Context: an optimization exercise on an open-source flow, tuned for small area, a short achievable clock period and few clock cycles per item. The choices shown serve that exercise and are no tape-out recipe. Where RTL was checked, it was by simulation tests only, not by an equivalence proof against the original. Power and IR drop assume default switching activity.

Setup of build 90:
## vector_floating_point_divide_unit_iterative
module vector_floating_point_divide_unit_iterative #(
  parameter int VLEN = 128,
  parameter int SEW  = 32
) (
  input  logic            clock,
  input  logic            reset,
  input  logic            flush,
  input  logic            in_valid,
  output logic            in_ready,
  input  logic            reverse,
  input  logic [VLEN-1:0] vs2,
  input  logic [VLEN-1:0] vs1,
  output logic            out_valid,
  input  logic            out_ready,
  output logic [VLEN-1:0] vd,
  output logic [4:0]      fflags
);
Size: about 5100 cells after synthesis, roughly 650 flip-flops, ~400 I/O pins, roughly 0.048 mm² of cells after synthesis.
Settings: LEC_CHECK=0, CAP_MARGIN=20, CORE_MARGIN=2, CORE_UTILIZATION=40, SETUP_SLACK_MARGIN=2.0, SLEW_MARGIN=20, TNS_END_PERCENT=0; clock period 5.5 ns.
standard.sh (not shown) runs the stock make flow with config.mk's settings and CLKGATE_MAP_FILE= SYNTH_SCRIPT=/design/flow/synth_recipe.tcl, a recipe that flattens the netlist after the stock synthesis.
==> flow/flow/run.sh <==
#!/bin/bash
set -o pipefail
cp standard.sh standard_sh.txt
export BUFFER_PORTS_ARGS="-buffer_cell sky130_fd_sc_hd__buf_1"
bash standard.sh > standard.log 2>&1
Build 90 reached the final stage; the timing, DRC and antenna checks on its layout passed.
> inputs changed (build 90 -> build 47)
Settings: a change of CORE_UTILIZATION from 40 to 50; a deleted TNS_END_PERCENT that had been 0; a change of SETUP_SLACK_MARGIN from 2.0 to 1.5.
--- outcome ---
In the reports for build 90 and build 47, the larger global-route wire length before repair belongs to build 90.
Build 47 vs build 90: cell area after layout down
Build 47 — relative contribution of the clock network to total power 0.5 points higher, build 90 as reference
Compared with build 90, in build 47 combinational fraction of design power fell 2.1 points; sequential power fell about 0.5%.
diff inputs: build 47 => build 64
Settings: TNS_END_PERCENT: unset -> 0; SETUP_SLACK_MARGIN: 1.5 -> 2.0.
==> comparison <==
- Summary of the comparison: power dissipated in the clock network is higher in build 64, relative to build 47.
- Compared with build 47, in build 64 length in cells of the worst reg-to-reg path moved up; final design area excluding fillers moved up; switching part of the total moved down; overall routing resource usage moved up; proportion of cell area occupied by registers moved down.
- On cell area reported after detailed placement, build 47 tracks build 64 almost exactly.
- The run with more routed wire is build 64, not build 47.
- Taking build 47 as the reference, in build 64 maximum frequency moved up, count of multi-input gates level.
## Diff of input files: build 91 against build 64
Settings: CORE_UTILIZATION: 50 -> 40; TNS_END_PERCENT: 0 -> unset; SETUP_SLACK_MARGIN: 2.0 -> 1.5.
--- outcome ---
HPWL after detailed placement (build 91 vs. build 64) increases by a few percent. Comparing the two runs side by side, build 91 comes out behind build 64 on reported clock group power. Across both runs, area added between synthesis and finish was higher for build 91 than for build 64. Of build 64 and build 91, the higher data arrival time of the critical path belongs to build 64. On total power, build 64 and build 91 are neck and neck.
diff inputs: build 91 => build 62
Settings: SETUP_SLACK_MARGIN changed from 1.5 to 2.0.
[summary]
- Build 62 finished end to end and its layout was clean on timing, DRC and antenna.
- Cells: build 62 has more instances than build 91
- Between build 62 and build 91, it is build 62 whose combined global-route utilization of all metal layers is higher, by 0.62 points.
- On final instance area, build 91 beats build 62.
For build 76, these inputs were changed with respect to build 62:
Settings: SETUP_SLACK_MARGIN changed from 2.0 to 1.7.
[summary]
Build 76 has number of detailed-routing iterations run before antenna repair above what build 62 had. Looking at global-route wire length before repair, build 76 sits 1.8% lower than build 62 does. Relative to build 62, pin count of the biggest net entering global routing increased by 17% in build 76. Build 76 vs. build 62: count of non-filler cells in the finished layout shrank by 111, sequential share of layout area shows an increase of 1.3 points, setup clock skew after layout saw a decrease.
Function was not checked in any run of this note: the RTL went through the layout flow alone.

========
Setup of rev 12:
vector_floating_point_divide_unit_iterative, a different RTL version from the one above (not shown whole).
For scale: about 640 flip-flops, roughly 400 I/O pins, about 0.047 mm² of cells after synthesis.
clock: 5.5 ns
lec_check: 0
cap_margin: 20
core_margin: 2
core_utilization: 50
cts_cluster_diameter: 80
cts_cluster_size: 20
setup_slack_margin: 2.4
slew_margin: 20
tns_end_percent: 0
Scripts as last shown in full above: flow/flow/run.sh
Having completed the whole flow, rev 12 delivered a layout that passed the timing, DRC and antenna checks.
Testbench counts of rev 12, summed over its fixed seeds: cycles 26,904, items 1,920.
Modified inputs, rev 13 compared to rev 12
- changing SETUP_SLACK_MARGIN from 2.4 to 2.0
- changing CTS_CLUSTER_SIZE from 20 to 30
- changing CTS_CLUSTER_DIAMETER from 80 to 100
==> results.txt <==
- Rev 13 was carried through to the last stage, and its layout satisfied the timing, DRC and antenna checks.
- Compared with rev 12, in rev 13 fmax saw an increase, minimum clock period after layout saw a decrease, cell area reported after detailed placement saw little to no change.
- Rev 13: net switching power 2.9% below rev 12
- Storage element area of rev 13 is on par with rev 12.
- Measured against each other, rev 13 and rev 12 differ in total non-filler cell area in the finished layout, the higher figure coming from rev 12.
- Number of global-route vias before repair went down slightly going from rev 12 to rev 13.
- Rev 13 consumes less power than rev 12 does.

========
Setup of run A:
vector_floating_point_divide_unit_iterative, a different RTL version from the one above (not shown whole).
For scale: roughly 4900 cells after synthesis, about 640 flip-flops, about 400 I/O pins, roughly 46000 um^2 of cells after synthesis.
## vector_floating_point_divide_unit_iterative
module vector_floating_point_divide_unit_iterative #(
  parameter int VLEN = 128,
  parameter int SEW  = 32
) (
  input  logic            clock,
  input  logic            reset,
  input  logic            flush,
  input  logic            in_valid,
  output logic            in_ready,
  input  logic            reverse,
  input  logic [VLEN-1:0] vs2,
  input  logic [VLEN-1:0] vs1,
  output logic            out_valid,
  input  logic            out_ready,
  output logic [VLEN-1:0] vd,
  output logic [4:0]      fflags
);
  localparam int NUM_LANES = VLEN / SEW;
  localparam int STEPS     = 13;
  if (SEW != 32) begin : g_sew_chk
    $error("vector divider supports SEW=32 only");
  end
  if (VLEN % 32 != 0) begin : g_vlen_chk
    $error("VLEN must be a multiple of 32");
  end
  logic       idle_q;
  logic       it_q;
  logic       fin_q;
  logic       fin1_q;     
  logic [3:0] cnt_q;
  logic       ov_q;
  logic       ready, accept, last, round_now, it_d, fin_d;
  assign ready     = idle_q | (fin_q & ~ov_q);
  assign in_ready  = ready;
  assign out_valid = ov_q;
  assign accept    = ready & in_valid & ~flush;
  assign last      = (cnt_q == 4'(STEPS - 1));
  assign round_now = fin_q & (~ov_q | out_ready);
  assign it_d      = accept | (it_q & ~last);
  assign fin_d     = (it_q & last) | (fin_q & ~round_now);
  always_ff @(posedge clock or posedge reset) begin
    if (reset) begin
      idle_q <= 1'b0;
      it_q   <= 1'b0;
      fin_q  <= 1'b0;
      fin1_q <= 1'b0;
      cnt_q  <= '0;
      ov_q   <= 1'b0;
    end else if (flush) begin
      idle_q <= 1'b1;
      it_q   <= 1'b0;
      fin_q  <= 1'b0;
      fin1_q <= 1'b0;
      cnt_q  <= '0;
      ov_q   <= 1'b0;
    end else begin
      it_q   <= it_d;
      fin_q  <= fin_d;
      fin1_q <= it_q & last;
      idle_q <= ~it_d & ~fin_d;
      if (it_q) cnt_q <= last ? 4'd0 : cnt_q + 4'd1;
  ...
export LEC_CHECK = 0
export CAP_MARGIN = 20
export CORE_MARGIN = 2
export CORE_UTILIZATION = 50
export SETUP_SLACK_MARGIN = 2.4
export SLEW_MARGIN = 20
export TNS_END_PERCENT = 0
create_clock -name core_clock -period 5.5 [get_ports {clock}]
Scripts as last shown in full above: flow/flow/run.sh
Run A reached the end of the flow, and the finished layout is clean on the timing, DRC and antenna checks.
Testbench counts of run A, summed over its fixed seeds: cycles 26,904, items 1,920.
Edits applied to the flow inputs when going from run A to run B:
# run A
export LEC_CHECK = 0
export CAP_MARGIN = 20
export CORE_MARGIN = 2
export CORE_UTILIZATION = 50
export SETUP_SLACK_MARGIN = 2.4
export SLEW_MARGIN = 20
export TNS_END_PERCENT = 0
create_clock -name core_clock -period 5.5 [get_ports {clock}]
# run B
export LEC_CHECK = 0
export CAP_MARGIN = 20
export CORE_MARGIN = 2
export CORE_UTILIZATION = 50
export SETUP_SLACK_MARGIN = 2.0
export SLEW_MARGIN = 20
export TNS_END_PERCENT = 0
create_clock -name core_clock -period 5.5 [get_ports {clock}]
Results
Run B: done, clean on timing, DRC and antenna. The flow did not stop early for run A: all stages ran, and the layout cleared the timing, DRC and antenna checks. Comparing run A and run B, met2 wire length is lower on run A. Of run A and run B, the higher worst voltage drop across the vdd grid belongs to run B. Run B gives more clock share of power than run A did. As of run B, number of ordinary and repair buffers in the finished layout had risen by a few percent compared to run A. On cell count: between run A and run B, it ends up higher for run B. Simple-gate share of the synthesized area: run A vs run B identical. Looking at wire length of the first global-routing pass, run B sits about 1.3% above run A. The internal power summed over all cells of run B was inferior to that of run A. The clock period minus worst slack of run B was superior to that of run A. Run B vs. run A: number of fill cells went up by about 0.3%. Run B: path length in cells of the critical path is 1 lower than what run A reported.
What run C does differently from run B at the input level:
# run B
export LEC_CHECK = 0
export CAP_MARGIN = 20
export CORE_MARGIN = 2
export CORE_UTILIZATION = 50
export SETUP_SLACK_MARGIN = 2.0
export SLEW_MARGIN = 20
export TNS_END_PERCENT = 0
create_clock -name core_clock -period 5.5 [get_ports {clock}]
# run C
export LEC_CHECK = 0
export CAP_MARGIN = 20
export CORE_MARGIN = 2
export CORE_UTILIZATION = 40
export SETUP_SLACK_MARGIN = 2.0
export SLEW_MARGIN = 20
export TNS_END_PERCENT = 0
create_clock -name core_clock -period 5.5 [get_ports {clock}]
### Flow results
Both conditions hold for run C: the flow ran to the end and the final layout passed the timing, DRC and antenna checks.
On wire length of the first global-routing pass, run C does worse than run B.
Compared with run B, run C shows overall fraction of global-route tracks in use lower by 4.4 points.
Fraction of area in multi-input gates (higher): run B
Number of endpoints failing setup at the final stage came out exactly the same in run B and run C.
Area growth from synthesis to final layout: run C vs run B up 0.60 points
Run C: clock-buffer cell count lower than run B
Per the comparison of run C with run B, depth of the worst register-to-register path shows a reduction of 1, final instance count without filler cells shows an increase of 286, worst hold margin shows an increase of 14 ps.

==> what the ideal ports hide <==
No port has a modelled driver above. Below, the same layouts with a new extraction and two added sets of constraints. Step 1 assumes that a clkbuf_16 drives the clock port and a buf_2 every other input. Step 2, shift: input delay + t, output delay - t, t = (earliest + latest rising clock arrival at the registers) / 2. This alone moves slack from input paths to output paths. a / b / c = no drivers / after step 1 / after step 2; a / b = the first two.
run | t, ns | slack for setup (ns) | hold WS [ns] | cell pins on the clock port's net
build 90 | 0.712 | 1.695 / 1.695 / 0.992 | 0.406 / 0.390 / 0.481 | 1
build 47 | 0.708 | 1.572 / 1.572 / 1.019 | 0.408 / 0.357 / 0.482 | 1
build 64 | 0.709 | 1.695 / 1.695 / 1.181 | 0.386 / 0.354 / 0.493 | 1
build 91 | 0.727 | 1.604 / 1.604 / 0.984 | 0.370 / 0.317 / 0.489 | 1
build 62 | 0.738 | 1.622 / 1.622 / 1.164 | 0.384 / 0.329 / 0.480 | 1
build 76 | 0.710 | 1.593 / 1.593 / 1.136 | 0.486 / 0.443 / 0.486 | 1
rev 12 | 0.688 | 1.723 / 1.723 / 1.163 | 0.399 / 0.348 / 0.478 | 1
rev 13 | 0.673 | 1.760 / 1.760 / 1.187 | 0.422 / 0.368 / 0.498 | 1
run A | 0.706 | 1.734 / 1.734 / 1.120 | 0.399 / 0.344 / 0.489 | 1
run B | 0.707 | 1.795 / 1.795 / 1.165 | 0.391 / 0.349 / 0.495 | 1
run C | 0.721 | 1.723 / 1.723 / 1.144 | 0.405 / 0.365 / 0.496 | 1
After both steps every run listed still meets setup and hold. For build 90, which loses most, drivers alone change the setup slack by 0.000 ns; drivers and shift together by -0.703 ns.
